Context: an optimization exercise on an open-source flow, tuned for small area, a short achievable clock period and few clock cycles per item. The choices shown serve that exercise and are no tape-out recipe.

==> flow/design.v <==
package eeg_pkg;
    localparam int OPERAND_W = 31;
    localparam int COEF_W    = 32;
    function automatic logic [31:0] sub_bk(input logic [31:0] a, input logic [31:0] b);
        logic [31:0] g, p, c, t;
        logic [31:0] gg, pp;
        int s, i;
        t  = ~b;
        g  = a & t;
        p  = a ^ t;
        gg = g;
        pp = p;
        for (s = 1; s < 32; s = s * 2) begin
            for (i = 2 * s - 1; i < 32; i = i + 2 * s) begin
                gg[i] = gg[i] | (pp[i] & gg[i - s]);
                pp[i] = pp[i] & pp[i - s];
            end
        end
        for (s = 8; s >= 1; s = s / 2) begin
            for (i = 3 * s - 1; i < 32; i = i + 2 * s) begin
                gg[i] = gg[i] | (pp[i] & gg[i - s]);
                pp[i] = pp[i] & pp[i - s];
            end
        end
        c[0] = 1'b1;
        for (i = 1; i < 32; i = i + 1) begin
            c[i] = gg[i - 1] | pp[i - 1];
        end
        sub_bk = p ^ c;
    endfunction
endpackage
module eeg_ctrl (
    input  logic       i_clk,
    input  logic       i_rst_n,
    input  logic       i_req_valid,
    output logic       o_req_stall,
    output logic       o_rsp_valid,
    input  logic       i_rsp_stall,
    input  logic       i_r1_zero,    
    input  logic       i_ge1,        
    input  logic       i_ge2,        
    output logic       o_load,       
    output logic       o_go_up,      
    output logic       o_lvl0,       
    output logic [3:0] o_ccmd        
);
    logic [4:0] r_lvl;
    logic       r_lvl0;
    logic       r_up;
    logic       r_busy;
    logic       r_done;
    logic       w_take;
    logic [3:0] r_ccmd;
    assign o_load  = i_req_valid && !r_busy;
    assign o_go_up = r_busy && r_up && i_ge2;
    assign o_lvl0  = r_lvl0;
    assign o_ccmd  = r_ccmd;
    assign o_rsp_valid = r_done;
    assign o_req_stall = r_busy;
    assign w_take      = r_done && !i_rsp_stall;
    always_ff @(posedge i_clk) begin
        if (o_load) begin
            r_lvl  <= 5'd0;
            r_lvl0 <= 1'b1;
            r_up   <= 1'b1;
        end else if (o_go_up) begin
            r_lvl  <= r_lvl + 5'd1;
            r_lvl0 <= 1'b0;
            r_up   <= 1'b1;
        end else if (!r_lvl0) begin
            r_lvl  <= r_lvl - 5'd1;
            r_lvl0 <= (r_lvl == 5'd1);
            r_up   <= 1'b0;
        end else begin
            r_up   <= 1'b1;
        end
    end
    always_ff @(posedge i_clk) begin
        r_ccmd[3] <= o_load || (r_lvl0 && r_up && !i_ge1);
        r_ccmd[2] <= o_go_up;
        r_ccmd[1] <= r_lvl0;
        r_ccmd[0] <= i_ge1;
    end
    always_ff @(posedge i_clk) begin
        if (!i_rst_n) begin
            r_busy <= 1'b0;
            r_done <= 1'b0;
        end else begin
            if (o_load) begin
                r_busy <= 1'b1;
            end else if (w_take) begin
                r_busy <= 1'b0;
            end
            r_done <= r_busy && !w_take && i_r1_zero;
        end
    end
endmodule
module eeg_dp (
    input  logic        i_clk,
    input  logic [30:0] i_a,
    input  logic [30:0] i_b,
    input  logic        i_load,
    input  logic        i_go_up,
    input  logic        i_lvl0,
    input  logic [3:0]  i_ccmd,
    output logic        o_r1_zero,
    output logic        o_ge1,
    output logic        o_ge2,
    output logic [94:0] o_rsp
);
    logic [30:0] r_r0, r_sr;
    logic [31:0] r_x0, r_sx, r_y0, r_sy;
    logic [31:0] w_dr;
    logic [31:0] w_dx, w_dy;
    logic        w_ge1;
    assign w_dr  = {1'b0, r_r0} - {1'b0, r_sr};
    assign w_ge1 = !w_dr[31];
    assign o_ge1 = w_ge1;
    assign o_ge2 = !r_sr[30] && (r_r0 >= {r_sr[29:0], 1'b0});
    always_ff @(posedge i_clk) begin
        if (i_load) begin
            r_r0 <= i_a;
            r_sr <= i_b;
        end else if (i_go_up) begin
            r_sr <= {r_sr[29:0], 1'b0};
        end else if (i_lvl0) begin
            r_r0 <= r_sr;
            r_sr <= w_ge1 ? w_dr[30:0] : r_r0;
        end else begin
            if (w_ge1) r_r0 <= w_dr[30:0];
            r_sr <= {1'b0, r_sr[30:1]};
        end
    end
    logic w_c_init, w_c_up, w_c_lvl0, w_c_sub;
    assign {w_c_init, w_c_up, w_c_lvl0, w_c_sub} = i_ccmd;
    assign w_dx = eeg_pkg::sub_bk(r_x0, r_sx);
    assign w_dy = eeg_pkg::sub_bk(r_y0, r_sy);
    always_ff @(posedge i_clk) begin
        if (w_c_init) begin
            r_x0 <= 32'd1;
            r_sx <= 32'd0;
            r_y0 <= 32'd0;
            r_sy <= 32'd1;
        end else if (w_c_up) begin
            r_sx <= {r_sx[30:0], 1'b0};
            r_sy <= {r_sy[30:0], 1'b0};
        end else if (w_c_lvl0) begin
            r_x0 <= r_sx;
            r_sx <= w_c_sub ? w_dx : r_x0;
            r_y0 <= r_sy;
            r_sy <= w_c_sub ? w_dy : r_y0;
        end else begin
            if (w_c_sub) begin
                r_x0 <= w_dx;
                r_y0 <= w_dy;
            end
            r_sx <= {r_sx[31], r_sx[31:1]};
            r_sy <= {r_sy[31], r_sy[31:1]};
        end
    end
    assign o_r1_zero  = (r_sr == 31'd0);
    assign o_rsp      = {r_x0, r_y0, r_r0};
endmodule
module extended_euclid_gcd_unit (
    input  logic        i_clk,
    input  logic        i_rst_n,
    input  logic        i_req_valid,
    output logic        o_req_stall,
    input  logic [61:0] i_req,
    output logic        o_rsp_valid,
    input  logic        i_rsp_stall,
    output logic [94:0] o_rsp
);
    logic       w_load, w_go_up, w_lvl0;
    logic [3:0] w_ccmd;
    logic       w_r1_zero, w_ge1, w_ge2;
    eeg_ctrl u_ctrl (
        .i_clk       (i_clk),
        .i_rst_n     (i_rst_n),
        .i_req_valid (i_req_valid),
        .o_req_stall (o_req_stall),
        .o_rsp_valid (o_rsp_valid),
        .i_rsp_stall (i_rsp_stall),
        .i_r1_zero   (w_r1_zero),
        .i_ge1       (w_ge1),
        .i_ge2       (w_ge2),
        .o_load      (w_load),
        .o_go_up     (w_go_up),
        .o_lvl0      (w_lvl0),
        .o_ccmd      (w_ccmd)
    );
    eeg_dp u_dp (
        .i_clk      (i_clk),
        .i_a        (i_req[61:31]),
        .i_b        (i_req[30:0]),
        .i_load     (w_load),
        .i_go_up    (w_go_up),
        .i_lvl0     (w_lvl0),
        .i_ccmd     (w_ccmd),
        .o_r1_zero  (w_r1_zero),
        .o_ge1      (w_ge1),
        .o_ge2      (w_ge2),
        .o_rsp      (o_rsp)
    );
endmodule
Settings: LEC_CHECK=0, CAP_MARGIN=20, CORE_MARGIN=2, CORE_UTILIZATION=65, PLACE_DENSITY=0.75, SETUP_SLACK_MARGIN=4.5, SLEW_MARGIN=20; clock period 8.0 ns.
run.sh (not shown) runs the stock make flow with config.mk's settings and CLKGATE_MAP_FILE= SYNTH_SCRIPT=/design/flow/synth_recipe.tcl, a recipe that flattens the netlist after the stock synthesis.
The starting point completed with no timing, DRC or antenna violations.
Rerun with:
--- a/flow/config.mk
+++ b/flow/config.mk
@@ -10,2 +10 @@
-export CORE_UTILIZATION = 65
-export PLACE_DENSITY = 0.75
+export CORE_UTILIZATION = 40
Worst setup slack loses 0.042 ns; routed wire length is higher by 6.9%; core utilization is lower by 29 points; global-route usage is lower by 12 points; flip-flop and latch count stays the same.
No run of this note included a check of the RTL's function; only the layout flow was run.

## static timing again, ports no longer ideal
Ports are ideal in the flow. The routed layouts listed here were re-timed in OpenROAD.
Step 1 (the two cells are an assumption about what drives the block):
set clk [get_ports {i_clk}]
set_driving_cell -lib_cell sky130_fd_sc_hd__clkbuf_16 $clk
set_driving_cell -lib_cell sky130_fd_sc_hd__buf_2 [delete_from_list [all_inputs] $clk]
Step 2 also shifts input and output timing later by t, the mid clock arrival at the registers, as if the neighbouring blocks saw the same clock.
a / b / c = ideal / step 1 / step 2; a / b = the first two.
run	t, ns	slack for setup (ns)	slew at the worst register clock pin (ns)	worst data-port slew with drivers (ns)	cell pins on the clock port's net
the first run	0.569	4.558 / 4.558 / 4.212	0.06 / 0.06	0.05	1
the second run	0.603	4.516 / 4.516 / 4.071	0.07 / 0.07	0.04	1
After both steps every run listed still meets setup and hold. The setup slack of the second run, which loses most, moves by 0.000 ns with the drivers and by -0.445 ns with both steps.
